This is an optimization exercise on Yosys and OpenROAD, whose aim is small area and a short achievable clock period, not a production implementation.
Function was checked by simulation only, so behaviour that the tests miss may differ from the original.
Power is estimated from default activity; no workload was simulated.

File: flow/run.sh
#!/bin/bash
# synth_recipe.tcl (not shown) runs the flow's synth.tcl, then flattens the netlist and writes it again
# the make line also repeats each setting of config.mk as NAME=value (left out here)
make -C /OpenROAD-flow-scripts/flow DESIGN_CONFIG=/design/flow/config.mk WORK_HOME=/design/flow/orfs CLKGATE_MAP_FILE= SYNTH_SCRIPT=/design/flow/synth_recipe.tcl finish
File: flow/design.v
module pram_fifo #(
    parameter int DEPTH  = 64,
    parameter int ADDR_W = 6
) (
    input  logic              clk,
    input  logic              reset,
    input  logic              cpu_we,
    input  logic [15:0]       cpu_wdata,
    input  logic              flush,
    input  logic              re,
    output logic [31:0]       PRAMdata,
    output logic              empty,
    output logic              full,
    output logic [ADDR_W:0]   count,
    output logic              half_pending,
    output logic              overflow,
    output logic              underflow
);
    localparam int NROW = DEPTH + 1;
    localparam logic [ADDR_W:0] LP_DEPTH = (ADDR_W+1)'(DEPTH);
    logic [NROW-1:0][31:0] r_mem;
    logic [NROW-1:0]       r_wsel;      
    logic [NROW-1:0]       r_rsel;      
    logic [15:0]           r_hi;        
    logic                  r_half;
    logic [ADDR_W:0]       r_count;
    logic                  r_empty;
    logic                  r_full;
    logic [31:0]           r_data;
    logic                  r_ovf;
    logic                  r_udf;
    logic w_swap, w_pop, w_udf, w_push_req, w_push, w_drop, w_clr;
    logic [31:0] w_rd;
    assign w_clr      = ~reset | flush;
    assign w_swap     = &cpu_wdata;
    assign w_pop      = re & ~r_empty;
    assign w_udf      = re & r_empty;
    assign w_push_req = cpu_we & (r_half | w_swap);
    assign w_push     = w_push_req & (~r_full | w_pop);
    assign w_drop     = w_push_req & r_full & ~w_pop;
    always_ff @(posedge clk) begin
        for (int i = 0; i < NROW; i++) begin
            if (r_wsel[i]) r_mem[i] <= {r_hi, cpu_wdata};
        end
    end
    always_ff @(posedge clk) begin
        if (w_clr) begin
            r_half <= 1'b0;
            r_hi   <= 16'hFFFF;
        end else if (cpu_we) begin
            r_half <= ~r_half & ~w_swap;
            r_hi   <= r_half ? 16'hFFFF : cpu_wdata;
        end
    end
    always_ff @(posedge clk) begin
        if (w_clr) begin
            r_wsel <= NROW'(1);
            r_rsel <= NROW'(1);
        end else begin
            if (w_push) r_wsel <= {r_wsel[NROW-2:0], r_wsel[NROW-1]};
            if (w_pop)  r_rsel <= {r_rsel[NROW-2:0], r_rsel[NROW-1]};
        end
    end
    always_ff @(posedge clk) begin
        if (w_clr) begin
            r_count <= '0;
            r_empty <= 1'b1;
            r_full  <= 1'b0;
        end else if (w_push & ~w_pop) begin
            r_count <= r_count + 1'b1;
            r_empty <= 1'b0;
            r_full  <= (r_count == LP_DEPTH - 1'b1);
        end else if (w_pop & ~w_push) begin
            r_count <= r_count - 1'b1;
            r_empty <= (r_count == (ADDR_W+1)'(1));
            r_full  <= 1'b0;
        end
    end
    always_comb begin
        w_rd = '0;
        for (int i = 0; i < NROW; i++) begin
            w_rd = w_rd | (r_mem[i] & {32{r_rsel[i]}});
        end
    end
    always_ff @(posedge clk) begin
        if (!reset) begin
            r_data <= '0;
        end else if (w_pop & ~flush) begin
            r_data <= w_rd;
        end
    end
    always_ff @(posedge clk) begin
        if (w_clr) begin
            r_ovf <= 1'b0;
            r_udf <= 1'b0;
        end else begin
            if (w_drop) r_ovf <= 1'b1;
            if (w_udf)  r_udf <= 1'b1;
        end
    end
    assign PRAMdata     = r_data;
    assign empty        = r_empty;
    assign full         = r_full;
    assign count        = r_count;
    assign half_pending = r_half;
    assign overflow     = r_ovf;
    assign underflow    = r_udf;
endmodule
File: flow/config.mk
export PLATFORM = sky130hd
export DESIGN_NAME = pram_fifo
export DESIGN_NICKNAME = pram_fifo
export VERILOG_FILES = /design/flow/design.v
export SDC_FILE = /design/flow/constraint.sdc
export NUM_CORES = 4
export LEC_CHECK = 0
export CAP_MARGIN = 20
export CORE_MARGIN = 2
export CORE_UTILIZATION = 40
export SLEW_MARGIN = 20
File: flow/constraint.sdc
create_clock -name core_clock -period 4.0 [get_ports {clk}]
set_input_delay 0.8000 -clock core_clock [delete_from_list [all_inputs] [get_ports {clk}]]
set_output_delay 0.8000 -clock core_clock [all_outputs]
set_load 0.01 [all_outputs]
==> impl_metrics.yaml <==
critical_path:
  cp_slowest_cell: "dfxtp_1"
  path_delay_family: "flip-flops"
  worstPathArrival_ns: 2.22
  crit_path_start_kind: "flop"
  endpoint_kind: "primary output"
  path_class: "reg -> out"
  crit_required_ns: 3.20
  crit_chain: "clkdlybuf4s50_1"
  cp_max_fo: 2
  critPathBufInv: 1
  max_stage_delay_ns: 0.69
sta:
  skew_ns: 0.0363
  hold_viol_final: 0
  relSlewSlack_pct: 11.4
  tns_ns: 0
  finalSetupViolCount: 0
  fmax_mhz: 331
  slew_viol_final: 0
  final.min_clock_period_ns: 3.02
  worst_slew_pin_slew_ns: 1.33
  whs_ns: 0.336
  grt_setup_unrepaired: "false"
  period_share_pct: 75.5
grt:
  grtUsageTotal_pct: 32.8
  grt_pass1_wl_um: 447000
  grt.overflow.total: 0
  antenna_found_initial: 33
  grt_pass1_vias: 48208
  grt_max_degree: 91
yosys:
  synthTopCellsByArea: "edfxtp_1 (78%), dfxtp_1 (4.7%), a22oi_1 (4.0%)"
  syn-num-nets: 4477
  synth_most_common_cell: "edfxtp_1"
  yosysSeqAreaShare_pct: 82.3
  ys_async_sr_fraction_pct: 0
  yosys.area.top_type: "edfxtp_1"
  ys_warn_count: 1
  yosysTopAreaCellShare_pct: 77.5
  synthesis.area_um2: 80500
  postSynthAreaPerCell_um2: 18.1
  synth_common_cells: "edfxtp_1 (2080), a22oi_1 (426), a221oi_1 (283), a22o_1 (283), nand2_1 (221)"
  synth_cells: 4452
  synth_edf_count: 2080
  ys_types: 38
  synthFlopType: "edfxtp_1"
  synth_seq_cells: 2270
place:
  dp_hpwl_um: 186000
  port_buffers: 64
  gp_congestion: 0.879
route:
  wire_per_inst_um: 45.8
  drc_errors: 0
  wirelength_um: 344000
  vias: 53441
  drt_iter0_markers: 12969
  firstDrtPassIters: 9
  avgViaCountPerCell: 7.11
  postRouteAntennaNets: 0
floorplan:
  die_x_um: 453
  start_util_pct: 40.3
  die-area_um2: 205000
  dieHeight_um: 453
  core_um2: 200000
  rows: 164
  io_pins: 65
clock_network:
  cts_sinks: 2270
  root_buffer: "clkbuf_16"
  cts_hold_buffers: 0
  cts_tree: "built"
  htreeDepth: 4
  cts_buffer_depth: 3
  ctsResizeCount: 0
  cts_buffers: 219
  path_clk_slew_ns: 0.06
  post_cts_buffers: 0
  clock_latency_ns: 0.88
pwr:
  p_sw_share_pct: 20.3
  clkPwrFrac_pct: 43.6
  seq_power_share_pct: 55.4
  intPower_mw: 37.2
  power_frac_comb_pct: 0.9
  ir_drop_mv: 0.393
  p_per_area_nw_per_um2: 504
  p_leak_nw: 29.6
  power_switching_mw: 9.49
layout:
  area_growth_pct: 14.9
  drive_above_1_share_pct: 15.6
  nFillCells: 16812
  nNetsFinal: 4674
run:
  cap_violations: 0
hold_path:
  hold_path.class: "in -> reg"
outcome:
  status: "timing/DRC/antenna clean"
[flip-flops by register name, indices dropped and copies added, names as in the netlist, 7 cells and up]
name / flops
r_count: 7
r_data: 32
r_hi: 16
r_mem: 2080
r_rsel: 65
r_wsel: 65
[worst reg2reg max path, stage by stage, from the launching register on]
cell and delay [ns]:
dfxtp_2 0.63, buf_4 0.38, a221oi_1 0.35, nand4_1 0.22, nor4_1 0.88, a21oi_1 0.19
[cells by family after synthesis]
kind of cell    share of synthesized area (%)
xor+xnor                               0.0761
simple gates                             3.75
compound gates                           12.1
buf+inv                                  1.78
fa+ha+maj                              0.0621
flops                                    82.3
[routing by layer]
| metal | up-vias | wire length (um) | track usage, % |
|---|---|---|---|
| met5 | - | 214 | 0 |
| met4 | 28 | 22100 | 16.8 |
| met3 | 1240 | 63000 | 11.9 |
| met2 | 5961 | 145000 | 47.3 |
| met1 | 27176 | 114000 | 43.6 |
| li1 | 19036 | - | - |
[final timing paths]
path,from,cells after the start,slack (ns),endpoint
max,r_data[15]$_SDFFE_PN0P_,1,0.98,PRAMdata[15]
max reg2reg,r_rsel[16]$_SDFFE_PP0P_,5,1.17,r_data[2]$_SDFFE_PN0P_
min,cpu_wdata[1],1,0.34,r_mem[1281]$_DFFE_PP_
min reg2reg,r_udf$_SDFFE_PP0P_,2,0.47,r_udf$_SDFFE_PP0P_
[stage by stage]
step           utilization (%)  power, mW  setup slack (ns)  instances  area [um^2]
4_1_cts                   46.2       46.6              1.09       7496        92400
2_1_floorplan                -       26.5             0.856       4452        80500
5_1_grt                   46.3       47.5              1.03       7497        92500
3_5_place_dp              42.8       26.8             0.424       7083        85500
6_report                  46.3       46.7             0.980       7521        92500
3_3_place_gp              42.7       26.8             0.425       7081        85400
[power groups by stage]
| stage | sequential [mW] | combinational, mW | clock (mW) |
|---|---|---|---|
| global route | 25.9 | 0.460 | 21.2 |
| detailed placement | 26.4 | 0.425 | 0 |
| CTS | 25.9 | 0.427 | 20.3 |
| finish | 25.9 | 0.443 | 20.4 |
| global placement | 26.4 | 0.414 | 0 |
| floorplan | 26.4 | 0.119 | 0 |
[cells in the final DEF (no fill, tap or decap), types with 34 or more instances in the layout]
master and n:
o21ai_1 40, nand3_1 132, dfxtp_2 66, nand4_1 134
dfxtp_4 77, a22oi_1 426, nor3_1 43, clkinv_1 51
o21ai_0 34, edfxtp_1 2080, a21oi_1 101, nand2_1 221
a22o_1 283, a221oi_1 283, clkinv_2 40, buf_4 212
clkdlybuf4s50_1 47, clkbuf_16 222, clkbuf_1 58, dfxtp_1 47
[cell type report]
class                      instances  area [um^2]  area share [%]
clock inverter                   120         1010            1.09
clock buffer                     293         5950            6.43
tap                             2656         3320            3.59
timing repair buffer             301         2660            2.87
inverter                           5         18.8          0.0203
multi-input combinational       1852        12900            13.9
sequential                      2270        66600            72.0
antenna                           24         60.1          0.0649

## separate check: timing with driven ports
The flow's constraints put no driver on any port. The routed layout listed below was extracted and timed again, unchanged, in two steps. Step 1 sets driving cells, clkbuf_16 on the clock port and buf_2 on the other inputs (assumed; they add their load-dependent delay and slew). Step 2 adds t to the input delays and takes it off the output delays; t is the mean of the earliest and latest rising clock arrival at the registers after step 1. Input paths then give back, and output paths get back, about the clock's delay inside the block. a / b / c = ideal ports / drivers / drivers and shift; a / b = the first two.
shift t [ns]: 0.954
setup WS [ns]: 0.980 / 0.882 / 0.304
worst hold slack (ns): 0.336 / 0.257 / 0.475
After both steps this run still meets setup and hold. The setup slack of this run moves by -0.098 ns with the drivers and by -0.676 ns with both steps.
